This design comes from an exercise in tuning for small area, a short achievable clock period and few clock cycles per item on the open sky130 flow, not from production work.
Only simulation tests tie the RTL to the original design; equivalence was not proved.
Power figures rest on the tool's default switching activity, not on a simulated workload.

--- flow/design.v ---
package mm_pkg;
  localparam int MATRIX_DIM = 4;
  localparam int LANE_W = 16;
  localparam int ACC_W = 32;
  localparam int PROD_CNT_W = 8;
  localparam int VEC_W = MATRIX_DIM * LANE_W;
  localparam int BEAT_W = 2 * VEC_W + 1;
  localparam int STEP_W = BEAT_W + 1;
  localparam int ROW_W = MATRIX_DIM * ACC_W;
  localparam int MAT_W = MATRIX_DIM * ROW_W;
  localparam logic [ACC_W-1:0] ACC_LIVE0 = 32'hffffffff;
  localparam logic [ACC_W-1:0] ACC_LIVE1 = 32'h3fffffe0;
endpackage
`timescale 1ns/1ps
module mm_kernel_ctrl (
  input  logic                          ap_clk,
  input  logic                          areset,
  input  logic                          i_ap_start,
  input  logic [mm_pkg::PROD_CNT_W-1:0] i_num_products,
  input  logic                          i_last_taken,
  input  logic                          i_done,
  output logic                          o_run_active,
  output logic                          o_final,
  output logic                          o_ap_idle
);
  localparam logic [mm_pkg::PROD_CNT_W-1:0] PROD_ONE = 1;
  localparam logic [mm_pkg::PROD_CNT_W-1:0] PROD_TWO = 2;
  logic                          idle_q;
  logic                          start_q;
  logic                          start_pulse;
  logic [mm_pkg::PROD_CNT_W-1:0] left_q;
  logic                          left_one_q;
  assign start_pulse = i_ap_start & ~start_q;
  always_ff @(posedge ap_clk) begin
    if (areset) begin
      start_q    <= 1'b0;
      idle_q     <= 1'b1;
      left_q     <= PROD_ONE;
      left_one_q <= 1'b1;
    end else begin
      start_q <= i_ap_start;
      if (idle_q) begin
        if (start_pulse) begin
          idle_q     <= 1'b0;
          left_q     <= (i_num_products == '0) ? PROD_ONE : i_num_products;
          left_one_q <= (i_num_products == '0) || (i_num_products == PROD_ONE);
        end
      end else begin
        if (i_done) begin
          idle_q <= 1'b1;
        end
        if (i_last_taken) begin
          left_q     <= left_q - PROD_ONE;
          left_one_q <= (left_q == PROD_TWO);
        end
      end
    end
  end
  assign o_run_active = ~idle_q;
  assign o_final      = left_one_q;
  assign o_ap_idle    = idle_q;
endmodule
`timescale 1ns/1ps
module mm_decode (
  input  logic                      ap_clk,
  input  logic                      areset,
  input  logic                      i_run_active,
  input  logic                      i_beat_valid,
  input  logic [mm_pkg::BEAT_W-1:0] i_beat,
  input  logic                      i_final,
  output logic [4*24-1:0]           o_dig,
  output logic [4*64-1:0]           o_b,
  output logic [3:0]                o_first,
  output logic                      o_last,
  output logic                      o_final
);
  localparam int N  = mm_pkg::MATRIX_DIM;
  localparam int LW = mm_pkg::LANE_W;
  logic        beat_accept;
  logic        beat_last;
  logic        open_q;
  logic        first_q;
  logic        last_q;
  logic        final_q;
  logic [LW-1:0] a_in  [N];
  logic [LW-1:0] a_q   [N][N-1];
  logic [23:0]   enc   [N];
  logic [63:0]   b_q   [N];
  logic [N-2:1]  first_d;
  assign beat_accept = i_beat_valid & i_run_active;
  assign beat_last   = i_beat[0];
  always_comb begin
    for (int r = 0; r < N; r++) begin
      a_in[r] = i_beat[1 + N*LW + r*LW +: LW] & {LW{beat_accept}};
    end
  end
  for (genvar r = 0; r < N; r++) begin : g_enc
    logic [LW:0] a;
    if (r == 0) begin : g_now
      assign a = {a_in[0], 1'b0};
    end else begin : g_late
      assign a = {a_q[r][r-1], 1'b0};
    end
    for (genvar i = 0; i < LW/2; i++) begin : g_dig
      assign enc[r][i]      = a[2*i+1] ^ a[2*i];
      assign enc[r][8 + i]  = (a[2*i+2] & ~a[2*i+1] & ~a[2*i]) |
                              (~a[2*i+2] & a[2*i+1] & a[2*i]);
      assign enc[r][16 + i] = a[2*i+2];
    end
  end
  always_ff @(posedge ap_clk) begin
    if (areset) begin
      open_q  <= 1'b1;
      first_q <= 1'b0;
      last_q  <= 1'b0;
      final_q <= 1'b0;
    end else begin
      first_q <= beat_accept & open_q;
      last_q  <= beat_accept & beat_last;
      final_q <= beat_accept & beat_last & i_final;
      if (!i_run_active) begin
        open_q <= 1'b1;
      end else if (beat_accept) begin
        open_q <= beat_last;
      end
    end
  end
  always_ff @(posedge ap_clk) begin
    for (int r = 1; r < N; r++) begin
      a_q[r][0] <= a_in[r];
      for (int k = 1; k < N-1; k++) begin
        if (k < r) a_q[r][k] <= a_q[r][k-1];
      end
    end
    b_q[0] <= i_beat[1 +: 64];
    for (int k = 1; k < N; k++) begin
      b_q[k] <= b_q[k-1];
    end
    first_d[1] <= first_q;
    for (int k = 2; k < N-1; k++) begin
      first_d[k] <= first_d[k-1];
    end
  end
  for (genvar r = 0; r < N; r++) begin : g_out
    assign o_dig[24*r +: 24] = enc[r];
    assign o_b[64*r +: 64]   = b_q[r];
  end
  assign o_first = {first_d, first_q, ~areset & beat_accept & open_q};
  assign o_last  = last_q;
  assign o_final = final_q;
endmodule
`timescale 1ns/1ps
module mm_fa (
  input  logic a,
  input  logic b,
  input  logic c,
  output logic s,
  output logic co
);
  assign s  = a ^ b ^ c;
  assign co = (a & b) | (a & c) | (b & c);
endmodule
`timescale 1ns/1ps
module mm_mac (
  input  logic        ap_clk,
  input  logic [7:0]  one,
  input  logic [7:0]  two,
  input  logic [7:0]  neg,
  input  logic [15:0] b,
  input  logic        first_in,
  output logic [31:0] o_s,
  output logic [31:0] o_c
);
  logic [56:0] acc_q;
  logic [56:0] acc_d;
  logic [31:0] acc0_q, acc1_q;
  logic [31:0] accg0, accg1;
  logic        first_q;
  logic pp0_0;
  logic pp0_1;
  logic pp0_2;
  logic pp1_0;
  logic pp0_3;
  logic pp1_1;
  logic pp0_4;
  logic pp1_2;
  logic pp2_0;
  logic pp0_5;
  logic pp1_3;
  logic pp2_1;
  logic pp0_6;
  logic pp1_4;
  logic pp2_2;
  logic pp3_0;
  logic pp0_7;
  logic pp1_5;
  logic pp2_3;
  logic pp3_1;
  logic pp0_8;
  logic pp1_6;
  logic pp2_4;
  logic pp3_2;
  logic pp4_0;
  logic pp0_9;
  logic pp1_7;
  logic pp2_5;
  logic pp3_3;
  logic pp4_1;
  logic pp0_10;
  logic pp1_8;
  logic pp2_6;
  logic pp3_4;
  logic pp4_2;
  logic pp5_0;
  logic pp0_11;
  logic pp1_9;
  logic pp2_7;
  logic pp3_5;
  logic pp4_3;
  logic pp5_1;
  logic pp0_12;
  logic pp1_10;
  logic pp2_8;
  logic pp3_6;
  logic pp4_4;
  logic pp5_2;
  logic pp6_0;
  logic pp0_13;
  logic pp1_11;
  logic pp2_9;
  logic pp3_7;
  logic pp4_5;
  logic pp5_3;
  logic pp6_1;
  logic pp0_14;
  logic pp1_12;
  logic pp2_10;
  logic pp3_8;
  logic pp4_6;
  logic pp5_4;
  logic pp6_2;
  logic pp7_0;
  logic pp0_15;
  logic pp1_13;
  logic pp2_11;
  logic pp3_9;
  logic pp4_7;
  logic pp5_5;
  logic pp6_3;
  logic pp7_1;
  logic pp0_16;
  logic pp1_14;
  logic pp2_12;
  logic pp3_10;
  logic pp4_8;
  logic pp5_6;
  logic pp6_4;
  logic pp7_2;
  logic pp1_15;
  logic pp2_13;
  logic pp3_11;
  logic pp4_9;
  logic pp5_7;
  logic pp6_5;
  logic pp7_3;
  logic pp1_16;
  logic pp2_14;
  logic pp3_12;
  logic pp4_10;
  logic pp5_8;
  logic pp6_6;
  logic pp7_4;
  logic pp2_15;
  logic pp3_13;
  logic pp4_11;
  logic pp5_9;
  logic pp6_7;
  logic pp7_5;
  logic pp2_16;
  logic pp3_14;
  logic pp4_12;
  logic pp5_10;
  logic pp6_8;
  logic pp7_6;
  logic pp3_15;
  logic pp4_13;
  logic pp5_11;
  logic pp6_9;
  logic pp7_7;
  logic pp3_16;
  logic pp4_14;
  logic pp5_12;
  logic pp6_10;
  logic pp7_8;
  logic pp4_15;
  logic pp5_13;
  logic pp6_11;
  logic pp7_9;
  logic pp4_16;
  logic pp5_14;
  logic pp6_12;
  logic pp7_10;
  logic pp5_15;
  logic pp6_13;
  logic pp7_11;
  logic pp5_16;
  logic pp6_14;
  logic pp7_12;
  logic pp6_15;
  logic pp7_13;
  logic pp6_16;
  logic pp7_14;
  logic pp7_15;
  logic pp7_16;
  logic t0, t1, t2, t3, t4, t5, t6, t7, t8, t9, t10, t11, t12, t13, t14, t15, t16, t17, t18, t19, t20, t21, t22, t23, t24, t25, t26, t27, t28, t29, t30, t31, t32, t33, t34, t35, t36, t37, t38, t39, t40, t41, t42, t43, t44, t45, t46, t47, t48, t49, t50, t51, t52, t53, t54, t55, t56, t57, t58, t59, t60, t61, t62, t63, t64, t65, t66, t67, t68, t69, t70, t71, t72, t73, t74, t75, t76, t77, t78, t79, t80, t81, t82, t83, t84, t85, t86, t87, t88, t89, t90, t91, t92, t93, t94, t95, t96, t97, t98, t99, t100, t101, t102, t103, t104, t105, t106, t107, t108, t109, t110, t111, t112, t113, t114, t115, t116, t117, t118, t119, t120, t121, t122, t123, t124, t125, t126, t127, t128, t129, t130, t131, t132, t133, t134, t135, t136, t137, t138, t139, t140, t141, t142, t143, t144, t145, t146, t147, t148, t149, t150, t151, t152, t153, t154, t155, t156, t157, t158, t159, t160, t161, t162, t163, t164, t165, t166, t167, t168, t169, t170, t171, t172, t173, t174, t175, t176, t177, t178, t179, t180, t181, t182, t183, t184, t185, t186, t187, t188, t189, t190, t191, t192, t193, t194, t195, t196, t197, t198, t199, t200, t201, t202, t203, t204, t205, t206, t207, t208, t209, t210, t211, t212, t213, t214, t215, t216, t217, t218, t219, t220, t221, t222, t223, t224, t225, t226, t227, t228, t229, t230, t231, t232, t233, t234, t235, t236, t237, t238, t239, t240, t241, t242, t243, t244, t245, t246, t247, t248, t249, t250, t251, t252, t253, t254, t255, t256, t257, t258, t259, t260, t261, t262, t263, t264, t265, t266, t267, t268, t269, t270, t271, t272, t273, t274, t275, t276, t277, t278, t279, t280, t281, t282, t283, t284, t285, t286, t287, t288, t289, t290, t291, t292, t293, t294, t295, t296, t297, t298, t299, t300, t301, t302, t303, t304, t305, t306, t307, t308, t309;
  assign acc0_q[0] = acc_q[0];
  assign acc1_q[0] = 1'b0;
  assign acc0_q[1] = acc_q[1];
  assign acc1_q[1] = 1'b0;
  assign acc0_q[2] = acc_q[2];
  assign acc1_q[2] = 1'b0;
  assign acc0_q[3] = acc_q[3];
  assign acc1_q[3] = 1'b0;
  assign acc0_q[4] = acc_q[4];
  assign acc1_q[4] = 1'b0;
  assign acc0_q[5] = acc_q[5];
  assign acc1_q[5] = acc_q[6];
  assign acc0_q[6] = acc_q[7];
  assign acc1_q[6] = acc_q[8];
  assign acc0_q[7] = acc_q[9];
  assign acc1_q[7] = acc_q[10];
  assign acc0_q[8] = acc_q[11];
  assign acc1_q[8] = acc_q[12];
  assign acc0_q[9] = acc_q[13];
  assign acc1_q[9] = acc_q[14];
  assign acc0_q[10] = acc_q[15];
  assign acc1_q[10] = acc_q[16];
  assign acc0_q[11] = acc_q[17];
  assign acc1_q[11] = acc_q[18];
  assign acc0_q[12] = acc_q[19];
  assign acc1_q[12] = acc_q[20];
  assign acc0_q[13] = acc_q[21];
  assign acc1_q[13] = acc_q[22];
  assign acc0_q[14] = acc_q[23];
  assign acc1_q[14] = acc_q[24];
  assign acc0_q[15] = acc_q[25];
  assign acc1_q[15] = acc_q[26];
  assign acc0_q[16] = acc_q[27];
  assign acc1_q[16] = acc_q[28];
  assign acc0_q[17] = acc_q[29];
  assign acc1_q[17] = acc_q[30];
  assign acc0_q[18] = acc_q[31];
  assign acc1_q[18] = acc_q[32];
  assign acc0_q[19] = acc_q[33];
  assign acc1_q[19] = acc_q[34];
  assign acc0_q[20] = acc_q[35];
  assign acc1_q[20] = acc_q[36];
  assign acc0_q[21] = acc_q[37];
  assign acc1_q[21] = acc_q[38];
  assign acc0_q[22] = acc_q[39];
  assign acc1_q[22] = acc_q[40];
  assign acc0_q[23] = acc_q[41];
  assign acc1_q[23] = acc_q[42];
  assign acc0_q[24] = acc_q[43];
  assign acc1_q[24] = acc_q[44];
  assign acc0_q[25] = acc_q[45];
  assign acc1_q[25] = acc_q[46];
  assign acc0_q[26] = acc_q[47];
  assign acc1_q[26] = acc_q[48];
  assign acc0_q[27] = acc_q[49];
  assign acc1_q[27] = acc_q[50];
  assign acc0_q[28] = acc_q[51];
  assign acc1_q[28] = acc_q[52];
  assign acc0_q[29] = acc_q[53];
  assign acc1_q[29] = acc_q[54];
  assign acc0_q[30] = acc_q[55];
  assign acc1_q[30] = 1'b0;
  assign acc0_q[31] = acc_q[56];
  assign acc1_q[31] = 1'b0;
  always_ff @(posedge ap_clk) begin
    first_q <= first_in;
  end
  assign accg0 = acc0_q & {32{~first_q}};
  assign accg1 = acc1_q & {32{~first_q}};
  assign pp0_0 = (one[0] & b[0]) ^ neg[0];
  assign pp0_1 = ((one[0] & b[1]) | (two[0] & b[0])) ^ neg[0];
  assign pp0_2 = ((one[0] & b[2]) | (two[0] & b[1])) ^ neg[0];
  assign pp1_0 = (one[1] & b[0]) ^ neg[1];
  assign pp0_3 = ((one[0] & b[3]) | (two[0] & b[2])) ^ neg[0];
  assign pp1_1 = ((one[1] & b[1]) | (two[1] & b[0])) ^ neg[1];
  assign pp0_4 = ((one[0] & b[4]) | (two[0] & b[3])) ^ neg[0];
  assign pp1_2 = ((one[1] & b[2]) | (two[1] & b[1])) ^ neg[1];
  assign pp2_0 = (one[2] & b[0]) ^ neg[2];
  assign pp0_5 = ((one[0] & b[5]) | (two[0] & b[4])) ^ neg[0];
  assign pp1_3 = ((one[1] & b[3]) | (two[1] & b[2])) ^ neg[1];
  assign pp2_1 = ((one[2] & b[1]) | (two[2] & b[0])) ^ neg[2];
  assign pp0_6 = ((one[0] & b[6]) | (two[0] & b[5])) ^ neg[0];
  assign pp1_4 = ((one[1] & b[4]) | (two[1] & b[3])) ^ neg[1];
  assign pp2_2 = ((one[2] & b[2]) | (two[2] & b[1])) ^ neg[2];
  assign pp3_0 = (one[3] & b[0]) ^ neg[3];
  assign pp0_7 = ((one[0] & b[7]) | (two[0] & b[6])) ^ neg[0];
  assign pp1_5 = ((one[1] & b[5]) | (two[1] & b[4])) ^ neg[1];
  assign pp2_3 = ((one[2] & b[3]) | (two[2] & b[2])) ^ neg[2];
  assign pp3_1 = ((one[3] & b[1]) | (two[3] & b[0])) ^ neg[3];
  assign pp0_8 = ((one[0] & b[8]) | (two[0] & b[7])) ^ neg[0];
  assign pp1_6 = ((one[1] & b[6]) | (two[1] & b[5])) ^ neg[1];
  assign pp2_4 = ((one[2] & b[4]) | (two[2] & b[3])) ^ neg[2];
  assign pp3_2 = ((one[3] & b[2]) | (two[3] & b[1])) ^ neg[3];
  assign pp4_0 = (one[4] & b[0]) ^ neg[4];
  assign pp0_9 = ((one[0] & b[9]) | (two[0] & b[8])) ^ neg[0];
  assign pp1_7 = ((one[1] & b[7]) | (two[1] & b[6])) ^ neg[1];
  assign pp2_5 = ((one[2] & b[5]) | (two[2] & b[4])) ^ neg[2];
  assign pp3_3 = ((one[3] & b[3]) | (two[3] & b[2])) ^ neg[3];
  assign pp4_1 = ((one[4] & b[1]) | (two[4] & b[0])) ^ neg[4];
  assign pp0_10 = ((one[0] & b[10]) | (two[0] & b[9])) ^ neg[0];
  assign pp1_8 = ((one[1] & b[8]) | (two[1] & b[7])) ^ neg[1];
  assign pp2_6 = ((one[2] & b[6]) | (two[2] & b[5])) ^ neg[2];
  assign pp3_4 = ((one[3] & b[4]) | (two[3] & b[3])) ^ neg[3];
  assign pp4_2 = ((one[4] & b[2]) | (two[4] & b[1])) ^ neg[4];
  assign pp5_0 = (one[5] & b[0]) ^ neg[5];
  assign pp0_11 = ((one[0] & b[11]) | (two[0] & b[10])) ^ neg[0];
  assign pp1_9 = ((one[1] & b[9]) | (two[1] & b[8])) ^ neg[1];
  assign pp2_7 = ((one[2] & b[7]) | (two[2] & b[6])) ^ neg[2];
  assign pp3_5 = ((one[3] & b[5]) | (two[3] & b[4])) ^ neg[3];
  assign pp4_3 = ((one[4] & b[3]) | (two[4] & b[2])) ^ neg[4];
  assign pp5_1 = ((one[5] & b[1]) | (two[5] & b[0])) ^ neg[5];
  assign pp0_12 = ((one[0] & b[12]) | (two[0] & b[11])) ^ neg[0];
  assign pp1_10 = ((one[1] & b[10]) | (two[1] & b[9])) ^ neg[1];
  assign pp2_8 = ((one[2] & b[8]) | (two[2] & b[7])) ^ neg[2];
  assign pp3_6 = ((one[3] & b[6]) | (two[3] & b[5])) ^ neg[3];
  assign pp4_4 = ((one[4] & b[4]) | (two[4] & b[3])) ^ neg[4];
  assign pp5_2 = ((one[5] & b[2]) | (two[5] & b[1])) ^ neg[5];
  assign pp6_0 = (one[6] & b[0]) ^ neg[6];
  assign pp0_13 = ((one[0] & b[13]) | (two[0] & b[12])) ^ neg[0];
  assign pp1_11 = ((one[1] & b[11]) | (two[1] & b[10])) ^ neg[1];
  assign pp2_9 = ((one[2] & b[9]) | (two[2] & b[8])) ^ neg[2];
  assign pp3_7 = ((one[3] & b[7]) | (two[3] & b[6])) ^ neg[3];
  assign pp4_5 = ((one[4] & b[5]) | (two[4] & b[4])) ^ neg[4];
  assign pp5_3 = ((one[5] & b[3]) | (two[5] & b[2])) ^ neg[5];
  assign pp6_1 = ((one[6] & b[1]) | (two[6] & b[0])) ^ neg[6];
  assign pp0_14 = ((one[0] & b[14]) | (two[0] & b[13])) ^ neg[0];
  assign pp1_12 = ((one[1] & b[12]) | (two[1] & b[11])) ^ neg[1];
  assign pp2_10 = ((one[2] & b[10]) | (two[2] & b[9])) ^ neg[2];
  assign pp3_8 = ((one[3] & b[8]) | (two[3] & b[7])) ^ neg[3];
  assign pp4_6 = ((one[4] & b[6]) | (two[4] & b[5])) ^ neg[4];
  assign pp5_4 = ((one[5] & b[4]) | (two[5] & b[3])) ^ neg[5];
  assign pp6_2 = ((one[6] & b[2]) | (two[6] & b[1])) ^ neg[6];
  assign pp7_0 = (one[7] & b[0]) ^ neg[7];
  assign pp0_15 = ((one[0] & b[15]) | (two[0] & b[14])) ^ neg[0];
  assign pp1_13 = ((one[1] & b[13]) | (two[1] & b[12])) ^ neg[1];
  assign pp2_11 = ((one[2] & b[11]) | (two[2] & b[10])) ^ neg[2];
  assign pp3_9 = ((one[3] & b[9]) | (two[3] & b[8])) ^ neg[3];
  assign pp4_7 = ((one[4] & b[7]) | (two[4] & b[6])) ^ neg[4];
  assign pp5_5 = ((one[5] & b[5]) | (two[5] & b[4])) ^ neg[5];
  assign pp6_3 = ((one[6] & b[3]) | (two[6] & b[2])) ^ neg[6];
  assign pp7_1 = ((one[7] & b[1]) | (two[7] & b[0])) ^ neg[7];
  assign pp0_16 = ~(((one[0] & b[15]) | (two[0] & b[15])) ^ neg[0]);
  assign pp1_14 = ((one[1] & b[14]) | (two[1] & b[13])) ^ neg[1];
  assign pp2_12 = ((one[2] & b[12]) | (two[2] & b[11])) ^ neg[2];
  assign pp3_10 = ((one[3] & b[10]) | (two[3] & b[9])) ^ neg[3];
  assign pp4_8 = ((one[4] & b[8]) | (two[4] & b[7])) ^ neg[4];
  assign pp5_6 = ((one[5] & b[6]) | (two[5] & b[5])) ^ neg[5];
  assign pp6_4 = ((one[6] & b[4]) | (two[6] & b[3])) ^ neg[6];
  assign pp7_2 = ((one[7] & b[2]) | (two[7] & b[1])) ^ neg[7];
  assign pp1_15 = ((one[1] & b[15]) | (two[1] & b[14])) ^ neg[1];
  assign pp2_13 = ((one[2] & b[13]) | (two[2] & b[12])) ^ neg[2];
  assign pp3_11 = ((one[3] & b[11]) | (two[3] & b[10])) ^ neg[3];
  assign pp4_9 = ((one[4] & b[9]) | (two[4] & b[8])) ^ neg[4];
  assign pp5_7 = ((one[5] & b[7]) | (two[5] & b[6])) ^ neg[5];
  assign pp6_5 = ((one[6] & b[5]) | (two[6] & b[4])) ^ neg[6];
  assign pp7_3 = ((one[7] & b[3]) | (two[7] & b[2])) ^ neg[7];
  assign pp1_16 = ~(((one[1] & b[15]) | (two[1] & b[15])) ^ neg[1]);
  assign pp2_14 = ((one[2] & b[14]) | (two[2] & b[13])) ^ neg[2];
  assign pp3_12 = ((one[3] & b[12]) | (two[3] & b[11])) ^ neg[3];
  assign pp4_10 = ((one[4] & b[10]) | (two[4] & b[9])) ^ neg[4];
  assign pp5_8 = ((one[5] & b[8]) | (two[5] & b[7])) ^ neg[5];
  assign pp6_6 = ((one[6] & b[6]) | (two[6] & b[5])) ^ neg[6];
  assign pp7_4 = ((one[7] & b[4]) | (two[7] & b[3])) ^ neg[7];
  assign pp2_15 = ((one[2] & b[15]) | (two[2] & b[14])) ^ neg[2];
  assign pp3_13 = ((one[3] & b[13]) | (two[3] & b[12])) ^ neg[3];
  assign pp4_11 = ((one[4] & b[11]) | (two[4] & b[10])) ^ neg[4];
  assign pp5_9 = ((one[5] & b[9]) | (two[5] & b[8])) ^ neg[5];
  assign pp6_7 = ((one[6] & b[7]) | (two[6] & b[6])) ^ neg[6];
  assign pp7_5 = ((one[7] & b[5]) | (two[7] & b[4])) ^ neg[7];
  assign pp2_16 = ~(((one[2] & b[15]) | (two[2] & b[15])) ^ neg[2]);
  assign pp3_14 = ((one[3] & b[14]) | (two[3] & b[13])) ^ neg[3];
  assign pp4_12 = ((one[4] & b[12]) | (two[4] & b[11])) ^ neg[4];
  assign pp5_10 = ((one[5] & b[10]) | (two[5] & b[9])) ^ neg[5];
  assign pp6_8 = ((one[6] & b[8]) | (two[6] & b[7])) ^ neg[6];
  assign pp7_6 = ((one[7] & b[6]) | (two[7] & b[5])) ^ neg[7];
  assign pp3_15 = ((one[3] & b[15]) | (two[3] & b[14])) ^ neg[3];
  assign pp4_13 = ((one[4] & b[13]) | (two[4] & b[12])) ^ neg[4];
  assign pp5_11 = ((one[5] & b[11]) | (two[5] & b[10])) ^ neg[5];
  assign pp6_9 = ((one[6] & b[9]) | (two[6] & b[8])) ^ neg[6];
  assign pp7_7 = ((one[7] & b[7]) | (two[7] & b[6])) ^ neg[7];
  assign pp3_16 = ~(((one[3] & b[15]) | (two[3] & b[15])) ^ neg[3]);
  assign pp4_14 = ((one[4] & b[14]) | (two[4] & b[13])) ^ neg[4];
  assign pp5_12 = ((one[5] & b[12]) | (two[5] & b[11])) ^ neg[5];
  assign pp6_10 = ((one[6] & b[10]) | (two[6] & b[9])) ^ neg[6];
  assign pp7_8 = ((one[7] & b[8]) | (two[7] & b[7])) ^ neg[7];
  assign pp4_15 = ((one[4] & b[15]) | (two[4] & b[14])) ^ neg[4];
  assign pp5_13 = ((one[5] & b[13]) | (two[5] & b[12])) ^ neg[5];
  assign pp6_11 = ((one[6] & b[11]) | (two[6] & b[10])) ^ neg[6];
  assign pp7_9 = ((one[7] & b[9]) | (two[7] & b[8])) ^ neg[7];
  assign pp4_16 = ~(((one[4] & b[15]) | (two[4] & b[15])) ^ neg[4]);
  assign pp5_14 = ((one[5] & b[14]) | (two[5] & b[13])) ^ neg[5];
  assign pp6_12 = ((one[6] & b[12]) | (two[6] & b[11])) ^ neg[6];
  assign pp7_10 = ((one[7] & b[10]) | (two[7] & b[9])) ^ neg[7];
  assign pp5_15 = ((one[5] & b[15]) | (two[5] & b[14])) ^ neg[5];
  assign pp6_13 = ((one[6] & b[13]) | (two[6] & b[12])) ^ neg[6];
  assign pp7_11 = ((one[7] & b[11]) | (two[7] & b[10])) ^ neg[7];
  assign pp5_16 = ~(((one[5] & b[15]) | (two[5] & b[15])) ^ neg[5]);
  assign pp6_14 = ((one[6] & b[14]) | (two[6] & b[13])) ^ neg[6];
  assign pp7_12 = ((one[7] & b[12]) | (two[7] & b[11])) ^ neg[7];
  assign pp6_15 = ((one[6] & b[15]) | (two[6] & b[14])) ^ neg[6];
  assign pp7_13 = ((one[7] & b[13]) | (two[7] & b[12])) ^ neg[7];
  assign pp6_16 = ~(((one[6] & b[15]) | (two[6] & b[15])) ^ neg[6]);
  assign pp7_14 = ((one[7] & b[14]) | (two[7] & b[13])) ^ neg[7];
  assign pp7_15 = ((one[7] & b[15]) | (two[7] & b[14])) ^ neg[7];
  assign pp7_16 = ~(((one[7] & b[15]) | (two[7] & b[15])) ^ neg[7]);
  assign t0 = ~accg0[16];
  assign t1 = ~accg0[17];
  assign t2 = ~accg0[19];
  assign t3 = ~accg0[21];
  assign t4 = ~accg0[23];
  assign t5 = ~accg0[25];
  assign t6 = ~accg0[27];
  assign t7 = ~accg0[29];
  assign t8 = ~accg0[31];
  mm_fa u_fa0 (.a(neg[0]), .b(accg0[0]), .c(pp0_0), .s(t9), .co(t10));
  mm_fa u_fa1 (.a(accg0[1]), .b(pp0_1), .c(t10), .s(t11), .co(t12));
  mm_fa u_fa2 (.a(neg[1]), .b(accg0[2]), .c(pp0_2), .s(t13), .co(t14));
  mm_fa u_fa3 (.a(pp1_0), .b(t13), .c(t12), .s(t15), .co(t16));
  mm_fa u_fa4 (.a(accg0[3]), .b(pp0_3), .c(pp1_1), .s(t17), .co(t18));
  mm_fa u_fa5 (.a(t14), .b(t17), .c(t16), .s(t19), .co(t20));
  mm_fa u_fa6 (.a(neg[2]), .b(accg0[4]), .c(pp0_4), .s(t21), .co(t22));
  mm_fa u_fa7 (.a(pp1_2), .b(pp2_0), .c(t18), .s(t23), .co(t24));
  mm_fa u_fa8 (.a(t21), .b(t23), .c(t20), .s(t25), .co(t26));
  mm_fa u_fa9 (.a(accg0[5]), .b(accg1[5]), .c(pp0_5), .s(t27), .co(t28));
  mm_fa u_fa10 (.a(pp1_3), .b(pp2_1), .c(t22), .s(t29), .co(t30));
  mm_fa u_fa11 (.a(t27), .b(t24), .c(t29), .s(t31), .co(t32));
  mm_fa u_fa12 (.a(neg[3]), .b(accg0[6]), .c(accg1[6]), .s(t33), .co(t34));
  mm_fa u_fa13 (.a(pp0_6), .b(pp1_4), .c(pp2_2), .s(t35), .co(t36));
  mm_fa u_fa14 (.a(pp3_0), .b(t33), .c(t28), .s(t37), .co(t38));
  mm_fa u_fa15 (.a(t35), .b(t30), .c(t37), .s(t39), .co(t40));
  mm_fa u_fa16 (.a(accg0[7]), .b(accg1[7]), .c(pp0_7), .s(t41), .co(t42));
  mm_fa u_fa17 (.a(pp1_5), .b(pp2_3), .c(pp3_1), .s(t43), .co(t44));
  mm_fa u_fa18 (.a(t34), .b(t36), .c(t41), .s(t45), .co(t46));
  mm_fa u_fa19 (.a(t43), .b(t38), .c(t45), .s(t47), .co(t48));
  mm_fa u_fa20 (.a(neg[4]), .b(accg0[8]), .c(accg1[8]), .s(t49), .co(t50));
  mm_fa u_fa21 (.a(pp0_8), .b(pp1_6), .c(pp2_4), .s(t51), .co(t52));
  mm_fa u_fa22 (.a(pp3_2), .b(pp4_0), .c(t49), .s(t53), .co(t54));
  mm_fa u_fa23 (.a(t42), .b(t44), .c(t51), .s(t55), .co(t56));
  mm_fa u_fa24 (.a(t53), .b(t46), .c(t55), .s(t57), .co(t58));
  mm_fa u_fa25 (.a(accg0[9]), .b(accg1[9]), .c(pp0_9), .s(t59), .co(t60));
  mm_fa u_fa26 (.a(pp1_7), .b(pp2_5), .c(pp3_3), .s(t61), .co(t62));
  mm_fa u_fa27 (.a(pp4_1), .b(t50), .c(t52), .s(t63), .co(t64));
  mm_fa u_fa28 (.a(t59), .b(t61), .c(t54), .s(t65), .co(t66));
  mm_fa u_fa29 (.a(t56), .b(t63), .c(t65), .s(t67), .co(t68));
  mm_fa u_fa30 (.a(neg[5]), .b(accg0[10]), .c(accg1[10]), .s(t69), .co(t70));
  mm_fa u_fa31 (.a(pp0_10), .b(pp1_8), .c(pp2_6), .s(t71), .co(t72));
  mm_fa u_fa32 (.a(pp3_4), .b(pp4_2), .c(pp5_0), .s(t73), .co(t74));
  mm_fa u_fa33 (.a(t69), .b(t60), .c(t62), .s(t75), .co(t76));
  mm_fa u_fa34 (.a(t71), .b(t73), .c(t64), .s(t77), .co(t78));
  mm_fa u_fa35 (.a(t75), .b(t66), .c(t77), .s(t79), .co(t80));
  mm_fa u_fa36 (.a(accg0[11]), .b(accg1[11]), .c(pp0_11), .s(t81), .co(t82));
  mm_fa u_fa37 (.a(pp1_9), .b(pp2_7), .c(pp3_5), .s(t83), .co(t84));
  mm_fa u_fa38 (.a(pp4_3), .b(pp5_1), .c(t70), .s(t85), .co(t86));
  mm_fa u_fa39 (.a(t72), .b(t74), .c(t81), .s(t87), .co(t88));
  mm_fa u_fa40 (.a(t83), .b(t85), .c(t76), .s(t89), .co(t90));
  mm_fa u_fa41 (.a(t87), .b(t78), .c(t89), .s(t91), .co(t92));
  mm_fa u_fa42 (.a(neg[6]), .b(accg0[12]), .c(accg1[12]), .s(t93), .co(t94));
  mm_fa u_fa43 (.a(pp0_12), .b(pp1_10), .c(pp2_8), .s(t95), .co(t96));
  mm_fa u_fa44 (.a(pp3_6), .b(pp4_4), .c(pp5_2), .s(t97), .co(t98));
  mm_fa u_fa45 (.a(pp6_0), .b(t93), .c(t82), .s(t99), .co(t100));
  mm_fa u_fa46 (.a(t84), .b(t86), .c(t95), .s(t101), .co(t102));
  mm_fa u_fa47 (.a(t97), .b(t88), .c(t99), .s(t103), .co(t104));
  mm_fa u_fa48 (.a(t101), .b(t90), .c(t103), .s(t105), .co(t106));
  mm_fa u_fa49 (.a(accg0[13]), .b(accg1[13]), .c(pp0_13), .s(t107), .co(t108));
  mm_fa u_fa50 (.a(pp1_11), .b(pp2_9), .c(pp3_7), .s(t109), .co(t110));
  mm_fa u_fa51 (.a(pp4_5), .b(pp5_3), .c(pp6_1), .s(t111), .co(t112));
  mm_fa u_fa52 (.a(t94), .b(t96), .c(t98), .s(t113), .co(t114));
  mm_fa u_fa53 (.a(t107), .b(t109), .c(t111), .s(t115), .co(t116));
  mm_fa u_fa54 (.a(t100), .b(t102), .c(t113), .s(t117), .co(t118));
  mm_fa u_fa55 (.a(t115), .b(t104), .c(t117), .s(t119), .co(t120));
  mm_fa u_fa56 (.a(neg[7]), .b(accg0[14]), .c(accg1[14]), .s(t121), .co(t122));
  mm_fa u_fa57 (.a(pp0_14), .b(pp1_12), .c(pp2_10), .s(t123), .co(t124));
  mm_fa u_fa58 (.a(pp3_8), .b(pp4_6), .c(pp5_4), .s(t125), .co(t126));
  mm_fa u_fa59 (.a(pp6_2), .b(pp7_0), .c(t121), .s(t127), .co(t128));
  mm_fa u_fa60 (.a(t108), .b(t110), .c(t112), .s(t129), .co(t130));
  mm_fa u_fa61 (.a(t123), .b(t125), .c(t127), .s(t131), .co(t132));
  mm_fa u_fa62 (.a(t114), .b(t116), .c(t129), .s(t133), .co(t134));
  mm_fa u_fa63 (.a(t131), .b(t118), .c(t133), .s(t135), .co(t136));
  mm_fa u_fa64 (.a(accg0[15]), .b(accg1[15]), .c(pp0_15), .s(t137), .co(t138));
  mm_fa u_fa65 (.a(pp1_13), .b(pp2_11), .c(pp3_9), .s(t139), .co(t140));
  mm_fa u_fa66 (.a(pp4_7), .b(pp5_5), .c(pp6_3), .s(t141), .co(t142));
  mm_fa u_fa67 (.a(pp7_1), .b(t122), .c(t124), .s(t143), .co(t144));
  mm_fa u_fa68 (.a(t126), .b(t137), .c(t139), .s(t145), .co(t146));
  mm_fa u_fa69 (.a(t141), .b(t128), .c(t130), .s(t147), .co(t148));
  mm_fa u_fa70 (.a(t143), .b(t145), .c(t132), .s(t149), .co(t150));
  mm_fa u_fa71 (.a(t134), .b(t147), .c(t149), .s(t151), .co(t152));
  mm_fa u_fa72 (.a(accg1[16]), .b(t0), .c(pp0_16), .s(t153), .co(t154));
  mm_fa u_fa73 (.a(pp1_14), .b(pp2_12), .c(pp3_10), .s(t155), .co(t156));
  mm_fa u_fa74 (.a(pp4_8), .b(pp5_6), .c(pp6_4), .s(t157), .co(t158));
  mm_fa u_fa75 (.a(pp7_2), .b(t138), .c(t140), .s(t159), .co(t160));
  mm_fa u_fa76 (.a(t142), .b(t153), .c(t155), .s(t161), .co(t162));
  mm_fa u_fa77 (.a(t157), .b(t144), .c(t146), .s(t163), .co(t164));
  mm_fa u_fa78 (.a(t159), .b(t161), .c(t148), .s(t165), .co(t166));
  mm_fa u_fa79 (.a(t163), .b(t150), .c(t165), .s(t167), .co(t168));
  mm_fa u_fa80 (.a(accg1[17]), .b(accg0[16]), .c(t1), .s(t169), .co(t170));
  mm_fa u_fa81 (.a(pp1_15), .b(pp2_13), .c(pp3_11), .s(t171), .co(t172));
  mm_fa u_fa82 (.a(pp4_9), .b(pp5_7), .c(pp6_5), .s(t173), .co(t174));
  mm_fa u_fa83 (.a(pp7_3), .b(t169), .c(t154), .s(t175), .co(t176));
  mm_fa u_fa84 (.a(t156), .b(t158), .c(t171), .s(t177), .co(t178));
  mm_fa u_fa85 (.a(t173), .b(t160), .c(t162), .s(t179), .co(t180));
  mm_fa u_fa86 (.a(t175), .b(t177), .c(t164), .s(t181), .co(t182));
  mm_fa u_fa87 (.a(t179), .b(t166), .c(t181), .s(t183), .co(t184));
  mm_fa u_fa88 (.a(accg0[18]), .b(accg1[18]), .c(accg0[17]), .s(t185), .co(t186));
  mm_fa u_fa89 (.a(pp1_16), .b(pp2_14), .c(pp3_12), .s(t187), .co(t188));
  mm_fa u_fa90 (.a(pp4_10), .b(pp5_8), .c(pp6_6), .s(t189), .co(t190));
  mm_fa u_fa91 (.a(pp7_4), .b(t170), .c(t185), .s(t191), .co(t192));
  mm_fa u_fa92 (.a(t172), .b(t174), .c(t187), .s(t193), .co(t194));
  mm_fa u_fa93 (.a(t189), .b(t191), .c(t176), .s(t195), .co(t196));
  mm_fa u_fa94 (.a(t178), .b(t193), .c(t180), .s(t197), .co(t198));
  mm_fa u_fa95 (.a(t195), .b(t182), .c(t197), .s(t199), .co(t200));
  mm_fa u_fa96 (.a(accg1[19]), .b(t2), .c(pp2_15), .s(t201), .co(t202));
  mm_fa u_fa97 (.a(pp3_13), .b(pp4_11), .c(pp5_9), .s(t203), .co(t204));
  mm_fa u_fa98 (.a(pp6_7), .b(pp7_5), .c(t186), .s(t205), .co(t206));
  mm_fa u_fa99 (.a(t188), .b(t190), .c(t201), .s(t207), .co(t208));
  mm_fa u_fa100 (.a(t203), .b(t192), .c(t205), .s(t209), .co(t210));
  mm_fa u_fa101 (.a(t194), .b(t207), .c(t209), .s(t211), .co(t212));
  mm_fa u_fa102 (.a(t196), .b(t211), .c(t198), .s(t213), .co(t214));
  mm_fa u_fa103 (.a(accg0[20]), .b(accg1[20]), .c(accg0[19]), .s(t215), .co(t216));
  mm_fa u_fa104 (.a(pp2_16), .b(pp3_14), .c(pp4_12), .s(t217), .co(t218));
  mm_fa u_fa105 (.a(pp5_10), .b(pp6_8), .c(pp7_6), .s(t219), .co(t220));
  mm_fa u_fa106 (.a(t215), .b(t202), .c(t204), .s(t221), .co(t222));
  mm_fa u_fa107 (.a(t206), .b(t217), .c(t219), .s(t223), .co(t224));
  mm_fa u_fa108 (.a(t208), .b(t221), .c(t210), .s(t225), .co(t226));
  mm_fa u_fa109 (.a(t223), .b(t212), .c(t225), .s(t227), .co(t228));
  mm_fa u_fa110 (.a(accg1[21]), .b(t3), .c(pp3_15), .s(t229), .co(t230));
  mm_fa u_fa111 (.a(pp4_13), .b(pp5_11), .c(pp6_9), .s(t231), .co(t232));
  mm_fa u_fa112 (.a(pp7_7), .b(t216), .c(t218), .s(t233), .co(t234));
  mm_fa u_fa113 (.a(t220), .b(t229), .c(t231), .s(t235), .co(t236));
  mm_fa u_fa114 (.a(t222), .b(t224), .c(t233), .s(t237), .co(t238));
  mm_fa u_fa115 (.a(t235), .b(t226), .c(t237), .s(t239), .co(t240));
  mm_fa u_fa116 (.a(accg0[22]), .b(accg1[22]), .c(accg0[21]), .s(t241), .co(t242));
  mm_fa u_fa117 (.a(pp3_16), .b(pp4_14), .c(pp5_12), .s(t243), .co(t244));
  mm_fa u_fa118 (.a(pp6_10), .b(pp7_8), .c(t241), .s(t245), .co(t246));
  mm_fa u_fa119 (.a(t230), .b(t232), .c(t243), .s(t247), .co(t248));
  mm_fa u_fa120 (.a(t245), .b(t234), .c(t236), .s(t249), .co(t250));
  mm_fa u_fa121 (.a(t247), .b(t238), .c(t249), .s(t251), .co(t252));
  mm_fa u_fa122 (.a(accg1[23]), .b(t4), .c(pp4_15), .s(t253), .co(t254));
  mm_fa u_fa123 (.a(pp5_13), .b(pp6_11), .c(pp7_9), .s(t255), .co(t256));
  mm_fa u_fa124 (.a(t242), .b(t244), .c(t253), .s(t257), .co(t258));
  mm_fa u_fa125 (.a(t255), .b(t246), .c(t248), .s(t259), .co(t260));
  mm_fa u_fa126 (.a(t257), .b(t250), .c(t259), .s(t261), .co(t262));
  mm_fa u_fa127 (.a(accg0[24]), .b(accg1[24]), .c(accg0[23]), .s(t263), .co(t264));
  mm_fa u_fa128 (.a(pp4_16), .b(pp5_14), .c(pp6_12), .s(t265), .co(t266));
  mm_fa u_fa129 (.a(pp7_10), .b(t263), .c(t254), .s(t267), .co(t268));
  mm_fa u_fa130 (.a(t256), .b(t265), .c(t258), .s(t269), .co(t270));
  mm_fa u_fa131 (.a(t267), .b(t260), .c(t269), .s(t271), .co(t272));
  mm_fa u_fa132 (.a(accg1[25]), .b(t5), .c(pp5_15), .s(t273), .co(t274));
  mm_fa u_fa133 (.a(pp6_13), .b(pp7_11), .c(t264), .s(t275), .co(t276));
  mm_fa u_fa134 (.a(t266), .b(t273), .c(t275), .s(t277), .co(t278));
  mm_fa u_fa135 (.a(t268), .b(t277), .c(t270), .s(t279), .co(t280));
  mm_fa u_fa136 (.a(accg0[26]), .b(accg1[26]), .c(accg0[25]), .s(t281), .co(t282));
  mm_fa u_fa137 (.a(pp5_16), .b(pp6_14), .c(pp7_12), .s(t283), .co(t284));
  mm_fa u_fa138 (.a(t281), .b(t274), .c(t276), .s(t285), .co(t286));
  mm_fa u_fa139 (.a(t283), .b(t278), .c(t285), .s(t287), .co(t288));
  mm_fa u_fa140 (.a(accg1[27]), .b(t6), .c(pp6_15), .s(t289), .co(t290));
  mm_fa u_fa141 (.a(pp7_13), .b(t282), .c(t284), .s(t291), .co(t292));
  mm_fa u_fa142 (.a(t289), .b(t286), .c(t291), .s(t293), .co(t294));
  mm_fa u_fa143 (.a(accg0[28]), .b(accg1[28]), .c(accg0[27]), .s(t295), .co(t296));
  mm_fa u_fa144 (.a(pp6_16), .b(pp7_14), .c(t295), .s(t297), .co(t298));
  mm_fa u_fa145 (.a(t290), .b(t297), .c(t292), .s(t299), .co(t300));
  mm_fa u_fa146 (.a(accg1[29]), .b(t7), .c(pp7_15), .s(t301), .co(t302));
  mm_fa u_fa147 (.a(t296), .b(t301), .c(t298), .s(t303), .co(t304));
  mm_fa u_fa148 (.a(accg0[30]), .b(accg0[29]), .c(pp7_16), .s(t305), .co(t306));
  mm_fa u_fa149 (.a(t302), .b(t305), .c(t304), .s(t307), .co(t308));
  assign t309 = t8 ^ t306 ^ t308;
  assign acc_d[0] = t9;
  assign acc_d[1] = t11;
  assign acc_d[2] = t15;
  assign acc_d[3] = t19;
  assign acc_d[4] = t25;
  assign acc_d[5] = t26;
  assign acc_d[6] = t31;
  assign acc_d[7] = t32;
  assign acc_d[8] = t39;
  assign acc_d[9] = t40;
  assign acc_d[10] = t47;
  assign acc_d[11] = t48;
  assign acc_d[12] = t57;
  assign acc_d[13] = t58;
  assign acc_d[14] = t67;
  assign acc_d[15] = t68;
  assign acc_d[16] = t79;
  assign acc_d[17] = t80;
  assign acc_d[18] = t91;
  assign acc_d[19] = t92;
  assign acc_d[20] = t105;
  assign acc_d[21] = t106;
  assign acc_d[22] = t119;
  assign acc_d[23] = t120;
  assign acc_d[24] = t135;
  assign acc_d[25] = t136;
  assign acc_d[26] = t151;
  assign acc_d[27] = t152;
  assign acc_d[28] = t167;
  assign acc_d[29] = t168;
  assign acc_d[30] = t183;
  assign acc_d[31] = t184;
  assign acc_d[32] = t199;
  assign acc_d[33] = t200;
  assign acc_d[34] = t213;
  assign acc_d[35] = t214;
  assign acc_d[36] = t227;
  assign acc_d[37] = t228;
  assign acc_d[38] = t239;
  assign acc_d[39] = t240;
  assign acc_d[40] = t251;
  assign acc_d[41] = t252;
  assign acc_d[42] = t261;
  assign acc_d[43] = t262;
  assign acc_d[44] = t271;
  assign acc_d[45] = t272;
  assign acc_d[46] = t279;
  assign acc_d[47] = t280;
  assign acc_d[48] = t287;
  assign acc_d[49] = t288;
  assign acc_d[50] = t293;
  assign acc_d[51] = t294;
  assign acc_d[52] = t299;
  assign acc_d[53] = t300;
  assign acc_d[54] = t303;
  assign acc_d[55] = t307;
  assign acc_d[56] = t309;
  always_ff @(posedge ap_clk) begin
    acc_q <= acc_d;
  end
  assign o_s = acc0_q;
  assign o_c = acc1_q;
endmodule
module mm_dig (
  input  logic        ap_clk,
  input  logic [23:0] d,
  output logic [23:0] q
);
  always_ff @(posedge ap_clk) begin
    q <= d;
  end
endmodule
module mm_execute (
  input  logic                     ap_clk,
  input  logic [4*24-1:0]          i_dig,
  input  logic [4*64-1:0]          i_b,
  input  logic [3:0]               i_first,
  output logic [mm_pkg::MAT_W-1:0] o_s,
  output logic [mm_pkg::MAT_W-1:0] o_c
);
  localparam int N = mm_pkg::MATRIX_DIM;
  for (genvar r = 0; r < N; r++) begin : g_row
    logic [23:0] dig [N/2];
    for (genvar p = 0; p < N/2; p++) begin : g_pair
      mm_dig u_dig (
        .ap_clk (ap_clk),
        .d      (i_dig[24*r +: 24]),
        .q      (dig[p])
      );
    end
    for (genvar c = 0; c < N; c++) begin : g_col
      mm_mac u_mac (
        .ap_clk (ap_clk),
        .one    (dig[c/2][7:0]),
        .two    (dig[c/2][15:8]),
        .neg    (dig[c/2][23:16]),
        .b      (i_b[64*r + 16*c +: 16]),
        .first_in (i_first[r]),
        .o_s    (o_s[128*r + 32*c +: 32]),
        .o_c    (o_c[128*r + 32*c +: 32])
      );
    end
  end
endmodule
`timescale 1ns/1ps
module mm_result_col (
  input  logic                  ap_clk,
  input  logic                  areset,
  input  logic                  i_last,
  input  logic [4*32-1:0]       i_s,
  input  logic [4*32-1:0]       i_c,
  output logic [31:0]           o_sum
);
  localparam int N  = mm_pkg::MATRIX_DIM;
  localparam int AW = mm_pkg::ACC_W;
  logic [N-1:0]  sel_q;
  logic [AW-1:0] s_row;
  logic [AW-1:0] c_row;
  logic [AW-1:0] sum_q;
  always_comb begin
    s_row = '0;
    c_row = '0;
    for (int r = 0; r < N; r++) begin
      s_row = s_row | (i_s[32*r +: 32] & mm_pkg::ACC_LIVE0 & {AW{sel_q[r]}});
      c_row = c_row | (i_c[32*r +: 32] & mm_pkg::ACC_LIVE1 & {AW{sel_q[r]}});
    end
  end
  always_ff @(posedge ap_clk) begin
    sum_q <= s_row + c_row;
  end
  always_ff @(posedge ap_clk) begin
    if (areset) begin
      sel_q <= '0;
    end else begin
      sel_q <= {sel_q[N-2:0], i_last};
    end
  end
  assign o_sum = sum_q;
endmodule
module mm_result (
  input  logic                     ap_clk,
  input  logic                     areset,
  input  logic                     i_last,
  input  logic                     i_final,
  input  logic [mm_pkg::MAT_W-1:0] i_s,
  input  logic [mm_pkg::MAT_W-1:0] i_c,
  output logic                     o_c_valid,
  output logic [mm_pkg::ROW_W-1:0] o_c_row,
  output logic                     o_c_last,
  output logic                     o_done
);
  localparam int N  = mm_pkg::MATRIX_DIM;
  logic [N-1:0] sel_q;
  logic [N-1:0] fin_q;
  logic         valid_q;
  logic         last_q;
  logic         done_q;
  for (genvar c = 0; c < N; c++) begin : g_col
    logic [4*32-1:0] s_col;
    logic [4*32-1:0] c_col;
    for (genvar r = 0; r < N; r++) begin : g_row
      assign s_col[32*r +: 32] = i_s[128*r + 32*c +: 32];
      assign c_col[32*r +: 32] = i_c[128*r + 32*c +: 32];
    end
    mm_result_col u_col (
      .ap_clk (ap_clk),
      .areset (areset),
      .i_last (i_last),
      .i_s    (s_col),
      .i_c    (c_col),
      .o_sum  (o_c_row[32*c +: 32])
    );
  end
  always_ff @(posedge ap_clk) begin
    if (areset) begin
      sel_q   <= '0;
      fin_q   <= '0;
      valid_q <= 1'b0;
      last_q  <= 1'b0;
      done_q  <= 1'b0;
    end else begin
      sel_q   <= {sel_q[N-2:0], i_last};
      fin_q   <= {fin_q[N-2:0], i_final};
      valid_q <= |sel_q;
      last_q  <= sel_q[N-1];
      done_q  <= sel_q[N-1] & fin_q[N-1];
    end
  end
  assign o_c_valid = valid_q;
  assign o_c_last  = last_q;
  assign o_done    = done_q;
endmodule
`timescale 1ns/1ps
module mm_kernel (
  input  logic                          ap_clk,
  input  logic                          areset,
  input  logic                          i_ap_start,
  input  logic [mm_pkg::PROD_CNT_W-1:0] i_num_products,
  input  logic                          i_beat_valid,
  input  logic [mm_pkg::BEAT_W-1:0]     i_beat,
  output logic                          o_ap_idle,
  output logic                          o_ap_done,
  output logic                          o_c_valid,
  output logic [mm_pkg::ROW_W-1:0]      o_c_row,
  output logic                          o_c_last
);
  logic                     run_active;
  logic                     final_next;
  logic                     done;
  logic [4*24-1:0]          dig;
  logic [4*64-1:0]          b;
  logic [3:0]               first;
  logic                     last;
  logic                     last_final;
  logic [mm_pkg::MAT_W-1:0] acc_s;
  logic [mm_pkg::MAT_W-1:0] acc_c;
  mm_kernel_ctrl u_ctrl (
    .ap_clk         (ap_clk),
    .areset         (areset),
    .i_ap_start     (i_ap_start),
    .i_num_products (i_num_products),
    .i_last_taken   (i_beat_valid & run_active & i_beat[0]),
    .i_done         (done),
    .o_run_active   (run_active),
    .o_final        (final_next),
    .o_ap_idle      (o_ap_idle)
  );
  mm_decode u_decode (
    .ap_clk       (ap_clk),
    .areset       (areset),
    .i_run_active (run_active),
    .i_beat_valid (i_beat_valid),
    .i_beat       (i_beat),
    .i_final      (final_next),
    .o_dig        (dig),
    .o_b          (b),
    .o_first      (first),
    .o_last       (last),
    .o_final      (last_final)
  );
  mm_execute u_execute (
    .ap_clk  (ap_clk),
    .i_dig   (dig),
    .i_b     (b),
    .i_first (first),
    .o_s     (acc_s),
    .o_c     (acc_c)
  );
  mm_result u_result (
    .ap_clk    (ap_clk),
    .areset    (areset),
    .i_last    (last),
    .i_final   (last_final),
    .i_s       (acc_s),
    .i_c       (acc_c),
    .o_c_valid (o_c_valid),
    .o_c_row   (o_c_row),
    .o_c_last  (o_c_last),
    .o_done    (done)
  );
  assign o_ap_done = done;
endmodule
--- flow/constraint.sdc ---
create_clock -name core_clock -period 10.5 [get_ports {ap_clk}]
set_input_delay 2.1000 -clock core_clock [delete_from_list [all_inputs] [get_ports {ap_clk}]]
set_output_delay 2.1000 -clock core_clock [all_outputs]
set_load 0.01 [all_outputs]
--- flow/config.mk ---
export PLATFORM = sky130hd
export DESIGN_NAME = mm_kernel
export DESIGN_NICKNAME = mm_kernel
export VERILOG_FILES = /design/flow/design.v
export SDC_FILE = /design/flow/constraint.sdc
export NUM_CORES = 4
export LEC_CHECK = 0
export CAP_MARGIN = 20
export CORE_MARGIN = 2
export CORE_UTILIZATION = 62
export SLEW_MARGIN = 20
export SYNTH_HIERARCHICAL = 1
export SYNTH_MINIMUM_KEEP_SIZE = 0
--- flow/standard.sh ---
#!/bin/bash
# synth_recipe.tcl (not shown) runs the flow's synth.tcl, then flattens the netlist and writes it again
# the make line also repeats each setting of config.mk as NAME=value (left out here)
make -C /OpenROAD-flow-scripts/flow DESIGN_CONFIG=/design/flow/config.mk WORK_HOME=/design/flow/orfs CLKGATE_MAP_FILE= SYNTH_SCRIPT=/design/flow/synth_recipe.tcl "${@:-finish}"
--- flow/flow/run.sh ---
#!/bin/bash
# The standard layout, with timing repair aimed past the clock period:
# repair_timing works until the setup slack reaches SETUP_SLACK_MARGIN, so the
# layout is optimised for a shorter period than the constraint asks for.
# The clock, the constraints and every other step are the standard ones.
set -euo pipefail
MARGIN=${MARGIN:-7.1}
bash standard.sh SETUP_SLACK_MARGIN=$MARGIN TNS_END_PERCENT=10 finish > flow_make.log 2>&1
==> results of run 1 <==
[sequential cells by signal, summed over array words and instances, names as in the netlist, 2 cells and up]
register and count:
u_execute.g_row.g_pair.u_dig.q 192, u_result.g_col.u_col.sel_q 16, u_result.sel_q 4, u_result.fin_q 4
u_decode.a_q 96, u_execute.g_row.g_col.u_mac.acc_q 912, u_decode.b_q 256, u_decode.first_d 2
u_execute.g_row.g_col.u_mac.first_q 16, u_ctrl.left_q 8, u_result.g_col.u_col.sum_q 128
[cell type report]
type                            instances  area, µm²
Multi-Input combinational cell       9419     102400
Fill cell                           18146      80030
Sequential cell                      1644      33820
Timing Repair Buffer                  796      10020
Clock buffer                          265       5492
Tap cell                             3167       3963
Clock inverter                         96       1226
Inverter                              201      754.5
Antenna cell                           41      102.6
[worst max-delay path by stage]
stage                                               startpoint                                             endpoint  slack, ps  cells past startpoint
2_1_floorplan  u_execute.g_row[0].g_pair[0].u_dig.q[8]$_DFF_P_  u_execute.g_row[0].g_col[0].u_mac.acc_q[30]$_DFF_P_       7250                      8
3_3_place_gp                                      i_beat_valid    u_execute.g_row[0].g_col[3].u_mac.first_q$_DFF_P_       6420                      4
3_5_place_dp                                      i_beat_valid    u_execute.g_row[0].g_col[3].u_mac.first_q$_DFF_P_       6380                      4
4_1_cts              u_result.g_col[0].u_col.sum_q[14]$_DFF_P_                                          o_c_row[14]       6940                      1
5_1_grt              u_result.g_col[2].u_col.sum_q[26]$_DFF_P_                                          o_c_row[90]       6940                      1
6_report             u_result.g_col[0].u_col.sum_q[12]$_DFF_P_                                          o_c_row[12]       6970                      1
[worst register-to-register path, stage by stage, from the launching register on]
cell	delay (ps)
dfxtp_2	700
a22oi_1	230
xnor2_1	180
fa_1	460
fa_1	460
fa_1	390
fa_1	520
fa_1	410
[metrics by stage]
stage / setup slack (ps) / std cells / power [mW] / cell area [µm²] / utilization
after CTS: 6943 / 15399 / 37.65 / 152300 / 0.6405
after detailed placement: 6376 / 15035 / 30.19 / 145000 / 0.6094
after floorplan: 7252 / 12662 / 24.22 / 148300 / -
after global routing: 6935 / 15599 / 41.27 / 157700 / 0.6632
final: 6973 / 15629 / 38.32 / 157800 / 0.6635
after global placement: 6420 / 15035 / 29.17 / 145000 / 0.6094
[layout by cell type (no fill, tap or decap), types with 22 or more instances in the layout]
master           instances
dfxtp_2                179
nand4_1                 22
clkbuf_1                34
buf_8                   39
clkdlybuf4s50_1        138
clkbuf_16              263
xnor2_1               2120
clkdlybuf4s15_2         26
o21ai_0                202
nand3b_1                30
a22oi_2                416
a21oi_1                117
dfxtp_1               1282
ha_1                   102
clkinv_2                42
buf_2                   41
nor2_1                  70
buf_6                   75
a21o_1                  28
diode_2                 41
and3_1                  61
clkbuf_8                57
a22oi_1               1947
fa_1                  2398
nor3_1                  30
buf_12                 135
nand3_1                 29
nand2_1                425
clkdlybuf4s15_1         22
nand2b_1               163
xor2_1                 193
inv_1                  200
nor2b_1                808
buf_4                  226
dfxtp_4                183
[power by group through the flow]
stage	clock, mW	combinational, mW	sequential (mW)
after floorplan	0	14.8	9.45
after global placement	0	18.3	10.9
after detailed placement	0	19.3	10.8
after CTS	7.24	19.6	10.8
after global routing	7.48	22.7	11.1
final	7.19	20.1	11.0
[metal layers]
metal | vias to the layer above | wire [µm] | track usage
li1 | 41860 | - | -
met1 | 54714 | 202200 | 0.5654
met2 | 8055 | 221400 | 0.5735
met3 | 1480 | 81940 | 0.1638
met4 | 36 | 26230 | 0.1575
met5 | - | 582 | 0.004110
[repair_timing]
action / CTS / global route
pin swaps: 0 / 30
resized for setup: 833 / 866
gates cloned: 0 / 69
buffers inserted: 3 / 120
setup endpoints to repair: 465 / 432
==> impl_metrics.ini, run 1 <==
[global_route]
grt_pass1_vias = 109229
antenna_found_initial = 45
grt_pass1_wl_um = 735200
grt_usage = 0.4085
grt_max_degree = 66
overflow = 0

[critical_path]
crit_arrival_ps = 1430
worst_setup_path_start_kind = flip-flop
path_max_fanout = 1
slowest_delay_ps = 330
r2r_end = u_execute.g_row[2].g_col[2].u_mac.acc_q[30]$_DFF_P_
end_kind = output pin
path_class = flip-flop to output pin
cpLargestDelayFamily = flip-flops
regToRegStartpoint = u_decode.b_q[2][37]$_DFF_P_
path_cells = clkdlybuf4s15_2
r2r_slack_ps = 6990
slowest_stage = dfxtp_1
worstPathRequired_ps = 8400
ff2ff_path_depth = 7
crit_buf_inv = 1

[pwr]
p_per_area_nw_per_um2 = 242.8
ir_drop_uv = 256.0
seq_power_share = 0.287
switchingPower_mw = 16.05
power.leakage_nw = 60.89
intPower_mw = 22.27
combPwrFrac = 0.525
switching_share = 0.4188
power_frac_clock = 0.188

[detailed_routing]
drc = 0
wl_per_cell_um = 34.06
firstDrtPassIters = 23
wl_um = 532300
ant_nets = 1
drtIter0Drc = 14766
vias = 106145
viasPerCell = 6.792

[status]
outcome = failed layout checks
so_faults = antenna violations

[sta]
fin_crit_sh = 0.3359
worst_pin_slew_ps = 1101
setup_viol = 0
fin_crit_ps = 3527
grt_setup_unrepaired = yes
skew_ps = 61.84
fin_setup_tns_ps = 0
relSlewSlack = 0.2661
max_clock_freq_mhz = 283.5
drv_slew = 0
finalHoldViolCount = 0
holdWs_ps = 289.8

[clock_tree]
clkLatencyLatePin_ps = 890
path_clk_slew_ps = 60
cts.sinks = 1644
cts-root-buf = clkbuf_16
cts_tree = done
cts_buffer_depth = 3
cts_hold_buf = 0
h-tree-depth = 4
numCtsBuffers = 193

[worst_hold_path]
worst_hold_path_type = flip-flop to flip-flop
hold_path_startpoint = u_decode.a_q[6][3]$_DFF_P_
whs_path_depth = 0
whs_endpoint = u_decode.a_q[7][3]$_DFF_P_

[logic_synthesis]
syn_area_um2 = 148300
avgSynthCellArea_um2 = 11.72
synth_nets = 15309
yosysWarningCount = 21
syn_inst = 12662

[run]
maxCapViolations = 0

[final_layout]
syn2layout_area_growth_pct = 6.394
drive_above_1_share = 0.1448
fin_nets = 14902

[die]
io_pins = 273
die_w_um = 493.1
initial_core_util = 0.6237
coreArea_um2 = 237900
dieHeight_um = 493.1
dieArea_um2 = 243200
fp-row-count = 179

[placement]
io_buffers = 272
gp_congestion = 0.9983
dp_hpwl_um = 347800
Testbench counts, summed over its fixed seeds: cycles 4,588, products 286.
==> inputs of run 2 (changes only) <==
--- a/flow/flow/run.sh
+++ b/flow/flow/run.sh
@@ -4,2 +4,3 @@
 # layout is optimised for a shorter period than the constraint asks for.
+# Antenna repair after detailed routing gets more rounds than the default five.
 # The clock, the constraints and every other step are the standard ones.
@@ -7,2 +8,2 @@
 MARGIN=${MARGIN:-7.1}
-bash standard.sh SETUP_SLACK_MARGIN=$MARGIN TNS_END_PERCENT=10 finish > flow_make.log 2>&1
+bash standard.sh SETUP_SLACK_MARGIN=$MARGIN TNS_END_PERCENT=10 MAX_REPAIR_ANTENNAS_ITER_DRT=10 finish > flow_make.log 2>&1
--- a/flow/config.mk
+++ b/flow/config.mk
@@ -9,3 +9,3 @@
 export CORE_MARGIN = 2
-export CORE_UTILIZATION = 62
+export CORE_UTILIZATION = 60
 export SLEW_MARGIN = 20
==> run 2 against run 1 <==
Net effect: the run now finishes clean; wire length up 1.6%; via count is 0.21% lower; worst setup slack got worse by 17 ps; global-route usage fell by 0.81 points; critical path depth unchanged; sequential power about the same; core utilization decreased by 2.0 points; total power grew 0.77%; clock power increased by 3.1%; critical path type unchanged; largest cell class unchanged; highest routed layer unchanged.
==> impl_metrics.ini, run 2 <==
[status]
outcome = complete, no violations

[worst_hold_path]
worst_hold_path_type = flip-flop to flip-flop
whs_path_depth = 0

[detailed_routing]
wl_per_cell_um = 34.50
firstDrtPassIters = 9
vias = 105922
drtIter0Drc = 15049
ant_nets = 0
drc = 0
wl_um = 541000
viasPerCell = 6.754

[sta]
skew_ps = 34.39
layout_setup_ws_ps = 6955
setup_viol = 0
grt_setup_unrepaired = yes
finalHoldViolCount = 0
worst_pin_slew_ps = 1095
drv_slew = 0
fin_crit_ps = 3545
fin_setup_tns_ps = 0
max_clock_freq_mhz = 282.1
fin_crit_sh = 0.3376
relSlewSlack = 0.2700

[logic_synthesis]
syn_inst = 12662
synth_nets = 15309
syn_area_um2 = 148300
avgSynthCellArea_um2 = 11.72
yosysWarningCount = 21

[pwr]
p_per_area_nw_per_um2 = 244.1
power.leakage_nw = 61.07
totalPowerFinal_mw = 38.61
ir_drop_uv = 219.0

[placement]
gp_congestion = 1.008
io_buffers = 272
dp_hpwl_um = 350200
dp_worst_setup_slack_ps = 6223
dp.cells = 15099

[final_layout]
reg.largest.list = u_execute.g_row.g_col.u_mac.acc_q (912), u_decode.b_q (256), u_execute.g_row.g_pair.u_dig.q (192)
fillerInstances = 19190
largest_register_ffs = 912
final_util = 0.6432
drive_above_1_share = 0.1432
final_common_cell = fa_1
fin_nets = 14918
instances_no_fill = 15683
final_cell_mix = fa_1, xnor2_1, a22oi_1
syn2layout_area_growth_pct = 6.644
regMostFlops = u_execute.g_row.g_col.u_mac.acc_q

[global_route]
grt_usage = 0.4004
overflow = 0
antenna_found_initial = 51
grt_max_degree = 65
grt_pass1_vias = 108918
grt_pass1_wl_um = 739800

[clock_tree]
h-tree-depth = 4
cts.sinks = 1644
path_clk_slew_ps = 60
cts_tree = done
clkLatencyLatePin_ps = 890
numCtsBuffers = 193
cts-root-buf = clkbuf_16
cts_buffer_depth = 3
cts_hold_buf = 0

[die]
die_w_um = 501.2
dieHeight_um = 501.2
coreArea_um2 = 245900
dieArea_um2 = 251200
fp-row-count = 182
io_pins = 273
initial_core_util = 0.6031

[critical_path]
ff2ff_path_depth = 8
cpLargestDelayFamily = flip-flops
worstPathRequired_ps = 8400
crit_buf_inv = 1
worst_setup_path_start_kind = flip-flop
crit_arrival_ps = 1440
slowest_stage = dfxtp_1
end_kind = output pin
path_class = flip-flop to output pin
crit_cells = 1
path_max_fanout = 1
slowest_delay_ps = 340
path_cells = clkdlybuf4s15_2

[run]
maxCapViolations = 0
-- run 2: power by group --
part / switching (mW) / internal (mW) / leakage (nW) / total (mW)
clock network: 3.04 / 4.38 / 3.39 / 7.41
registers: 2.28 / 8.70 / 13.8 / 11.0
logic: 10.7 / 9.48 / 43.9 / 20.2
total: 16.1 / 22.6 / 61.1 / 38.6
-- run 2: routing by layer --
| layer | global-route usage | wire length [µm] | share of wire | vias to the layer above |
|---|---|---|---|---|
| met5 | 0.008875 | 584 | 0.0011 | - |
| met4 | 0.1559 | 25830 | 0.048 | 40 |
| met3 | 0.1587 | 79560 | 0.15 | 1427 |
| met2 | 0.5697 | 226700 | 0.42 | 7594 |
| met1 | 0.5463 | 208300 | 0.39 | 54999 |
| li1 | - | - | - | 41862 |
-- run 2: repair_timing --
action,in CTS,in global routing
buffers inserted,3,128
gates resized for setup,607,1017
cloned,0,66
setup endpoints to repair,453,474
pin swaps,0,21
-- run 2: through the flow --
step	hold WS (ps)	area [µm²]
finish	322.2	158200
global route	327.5	158200
CTS	326.3	152600
detailed placement	312.1	145100
global placement	311.6	145100
floorplan	309.6	148300
-- run 2: area by class of cell --
type | instances | area (µm²) | share of cell area
timing repair buffer | 812 | 10180 | 0.06434
antenna | 28 | 70.07 | 0.0004429
sequential | 1644 | 33730 | 0.2132
inverter | 201 | 754.5 | 0.004769
clock inverter | 93 | 1383 | 0.008740
tap | 3220 | 4029 | 0.02547
clock buffer | 266 | 5555 | 0.03512
multi-input combinational | 9419 | 102500 | 0.6479
-- run 2: path summary, 6_finish.rpt --
path / startpoint / slack [ps] / to
worst max-delay path: u_result.g_col[1].u_col.sum_q[11]$_DFF_P_ / 6960 / o_c_row[43]
worst min-delay path: u_decode.a_q[6][2]$_DFF_P_ / 320 / u_decode.a_q[7][2]$_DFF_P_
worst min register to register: u_decode.a_q[6][2]$_DFF_P_ / 320 / u_decode.a_q[7][2]$_DFF_P_
worst max register to register: u_execute.g_row[2].g_col[3].u_mac.first_q$_DFF_P_ / 7010 / u_execute.g_row[2].g_col[3].u_mac.acc_q[34]$_DFF_P_

-- separate check: timing with driven ports --
The flow's constraints put no driver on any port. The routed layouts listed below were extracted and timed again, unchanged, in two steps.
Step 1: set_driving_cell puts a clkbuf_16 on ap_clk and a buf_2 on each other input, an assumption about the parent block.
Step 2, shift: input delay + t, output delay - t, t = (earliest + latest rising clock arrival at the registers) / 2. This alone moves slack from input paths to output paths.
a / b / c = no drivers / after step 1 / after step 2; a / b = the first two.
| run | t (ns) | setup slack, ns | worst setup path after step 2 | cell pins on the clock port's net |
|---|---|---|---|---|
| run 1 | 0.962 | 6.973 / 6.870 / 6.331 | input to register | 1 |
| run 2 | 0.979 | 6.955 / 6.844 / 6.212 | input to register | 1 |
For run 2, which loses most, drivers alone change the setup slack by -0.111 ns; drivers and shift together by -0.743 ns.
